Background: an optimization exercise with open tools, aiming at small area, a short achievable clock period and few clock cycles per item. Do not read the settings as production practice.
Power is estimated from default activity; no workload was simulated.

==> flow/design.v (excerpt) <==
module zone_map_range_pruner (
  input  logic                          clk,
  input  logic                          rst,
  input  logic                          psel,
  input  logic                          penable,
  input  logic                          pwrite,
  input  logic [zmrp_pkg::ADDR_W-1:0]   paddr,
  input  logic [zmrp_pkg::DATA_W-1:0]   pwdata,
  output logic [zmrp_pkg::DATA_W-1:0]   prdata,
  output logic                          pready,
  input  logic                          ranges_valid,
  output logic                          ranges_ready,
  input  logic [zmrp_pkg::KEY_W-1:0]    ranges_range_min_key,
  input  logic [zmrp_pkg::KEY_W-1:0]    ranges_range_max_key,
  input  logic                          ranges_min_known,
  input  logic                          ranges_max_known,
  input  logic                          ranges_min_incl,
  input  logic                          ranges_max_incl,
  input  logic                          ranges_type_conflict,
  input  logic                          ranges_meta_present,
  input  logic                          ranges_meta_current,
  input  logic                          ranges_pred_compatible,
  input  logic [zmrp_pkg::PAGE_W-1:0]   ranges_page_span,
  output logic                          results_valid,
  input  logic                          results_ready,
  output logic                          results_pruned,
  output logic [zmrp_pkg::REASON_W-1:0] results_reason_code,
  output logic [zmrp_pkg::RCNT_W-1:0]   results_ranges_pruned_total,
  output logic [zmrp_pkg::RCNT_W-1:0]   results_ranges_scanned_total,
  output logic [zmrp_pkg::PSUM_W-1:0]   results_pages_pruned_total,
  output logic [zmrp_pkg::PSUM_W-1:0]   results_pages_scanned_total,
  output logic                          results_any_pruned_flag
);
For scale: roughly 300 flip-flops, ~480 I/O pins, ~0.018 mm² of cells after synthesis.
export LEC_CHECK = 0
export CAP_MARGIN = 20
export CORE_MARGIN = 2
export CORE_UTILIZATION = 40
export SETUP_SLACK_MARGIN = 1.2
export SLEW_MARGIN = 20
create_clock -name core_clock -period 5.0 [get_ports {clk}]
standard.sh (not shown) runs the stock make flow with config.mk's settings and CLKGATE_MAP_FILE= SYNTH_SCRIPT=/design/flow/synth_recipe.tcl, a recipe that flattens the netlist after the stock synthesis.
==> flow/flow/run.sh <==
#!/bin/bash
# Standard ORFS layout, with the port buffers made of the smallest plain
# buffer instead of the delay buffer buffer_ports picks by itself.
set -euo pipefail
bash standard.sh "BUFFER_PORTS_ARGS=-buffer_cell sky130_fd_sc_hd__buf_1" finish > standard_flow.log 2>&1
Edit:
==> flow/flow/run.sh (replaced) <==
#!/bin/bash
# Layout flow: the standard synthesis, then the combinational logic is
# mapped again by ABC for delay (the registers stay as the standard synthesis
# made them, with the same names and cells), then the standard ORFS layout
# with the port buffers made of plain buf_1 cells.
set -euo pipefail
WORK=$(pwd)
R=$WORK/orfs/results/sky130hd/zone_map_range_pruner/base
PORTBUF="BUFFER_PORTS_ARGS=-buffer_cell sky130_fd_sc_hd__buf_1"
DELAY_PS=$(cat flow/abc_delay_ps)

# 1. standard synthesis, up to the Yosys netlist
bash standard.sh "$PORTBUF" "$R/1_2_yosys.v" > standard_synth.log 2>&1
cp "$R/1_2_yosys.v" "$R/1_2_yosys_standard.v"

# 2. map the combinational logic again, registers kept as they are
LIB=$FLOW_HOME/platforms/sky130hd/lib/sky130_fd_sc_hd__tt_025C_1v80.lib
SEQ=$(grep -oE 'cell \("?sky130_fd_sc_hd__(df|edf|sdf|dl|sdl|ebuf|einv|lpflow|conb)[a-z0-9_]*' "$LIB" \
      | sed 's/cell ("\{0,1\}//' | sort -u | tr '\n' ' ')
DONT=$(grep -oE 'sky130_fd_sc_hd__[a-z0-9_]+' "$FLOW_HOME/platforms/sky130hd/config.mk" \
       | sort -u | sed 's/^/-dont_use /' | tr '\n' ' ')
cat > resynth.ys <<EOS
read_liberty -ignore_miss_func $LIB
blackbox $SEQ
read_verilog $R/1_2_yosys_standard.v
hierarchy -top $FLOW_TOP
flatten
opt_clean
abc -liberty $LIB $DONT -script +strash;dch,-f;map,-D,$DELAY_PS;topo;buffer,-p;upsize,-D,$DELAY_PS;dnsize,-D,$DELAY_PS
opt_clean -purge
hilomap -singleton -hicell sky130_fd_sc_hd__conb_1 HI -locell sky130_fd_sc_hd__conb_1 LO
splitnets
opt_clean -purge
insbuf -buf sky130_fd_sc_hd__buf_4 A X
select $FLOW_TOP
write_verilog -noattr -noexpr -nohex -nodec -selected $R/1_2_yosys.v
select -clear
stat -liberty $LIB
EOS
yosys -s resynth.ys > resynth.log 2>&1
touch "$R/1_2_yosys.v"

# 3. the standard layout from the new netlist
bash standard.sh "$PORTBUF" finish > standard_layout.log 2>&1
==> flow/flow/abc_delay_ps (new file) <==
1500
SETUP_SLACK_MARGIN = unset   (was 1.2)
Result:
- The changed run produced a clean layout
- via count increases by 7.7%
- register-to-register slack got worse by 80 ps
- clock skew is lower by 9.4 ps
- synthesized cell count increases by 23%
- non-clock buffer count goes down by 41
- cell area falls by 2.8%
- clock-buffer cell count climbs by 6
Edit:
==> flow/flow/run.sh (replaced) <==
#!/bin/bash
# Standard ORFS layout, with the port buffers made of the smallest plain
# buffer instead of the delay buffer buffer_ports picks by itself.
set -euo pipefail
bash standard.sh "BUFFER_PORTS_ARGS=-buffer_cell sky130_fd_sc_hd__buf_1" finish > standard_flow.log 2>&1
SETUP_SLACK_MARGIN = 2.0   (was unset)
removed: flow/flow/abc_delay_ps
Result: Via count shrinks by a few percent; routed wire length grows by a few percent; hold slack improved by 5.3 ps; clock power drops slightly; critical path depth does not change; power increases by a few percent; global-route usage goes up by 2.1 points; combinational power came out higher by a quarter to a third; utilization goes up by 12 points; non-clock buffer count rose by 126.
Edit:
==> flow/run.sh (new file) <==
#!/bin/bash
# synth_recipe.tcl (not shown) runs the flow's synth.tcl, then flattens the netlist and writes it again
# the make line also repeats each setting of config.mk as NAME=value (left out here)
make -C /OpenROAD-flow-scripts/flow DESIGN_CONFIG=/design/flow/config.mk WORK_HOME=/design/flow/orfs CLKGATE_MAP_FILE= SYNTH_SCRIPT=/design/flow/synth_recipe.tcl finish
SETUP_SLACK_MARGIN = unset   (was 2.0)
removed: flow/flow/run.sh
removed: flow/standard.sh
=> Global-route usage barely changes. Design area goes down by 0.55%. Total power grows by 5.6%. Worst setup slack is worse by 1200 ps.
No functional check of the RTL was part of any run of this note.

## port drivers added, routing unchanged
In the flow no input, the clock included, has a driving cell. The finished layouts below were timed again as built, in two steps. Step 1 sets driving cells, clkbuf_16 on the clock port and buf_2 on the other inputs (assumed; they add their load-dependent delay and slew). Step 2, shift: input delay + t, output delay - t, t = (earliest + latest rising clock arrival at the registers) / 2. This alone moves slack from input paths to output paths. Three values: no drivers, after step 1, after step 2; two values: the first two.
run | shift t [ns] | setup slack, ns | worst slew at a driven data input, ns
the first run | 0.613 | 1.171 / 1.204 / 0.592 | 0.10
the second run | 0.601 | 1.083 / 1.106 / 0.505 | 0.14
the third run | 0.609 | 1.361 / 1.380 / 0.772 | 0.10
the fourth run | 0.609 | 0.202 / 0.231 / -0.378 | 0.15
With both steps, setup timing fails in the fourth run, where it was met with ideal ports. For the third run, which loses most, drivers alone change the setup slack by +0.019 ns; drivers and shift together by -0.589 ns.
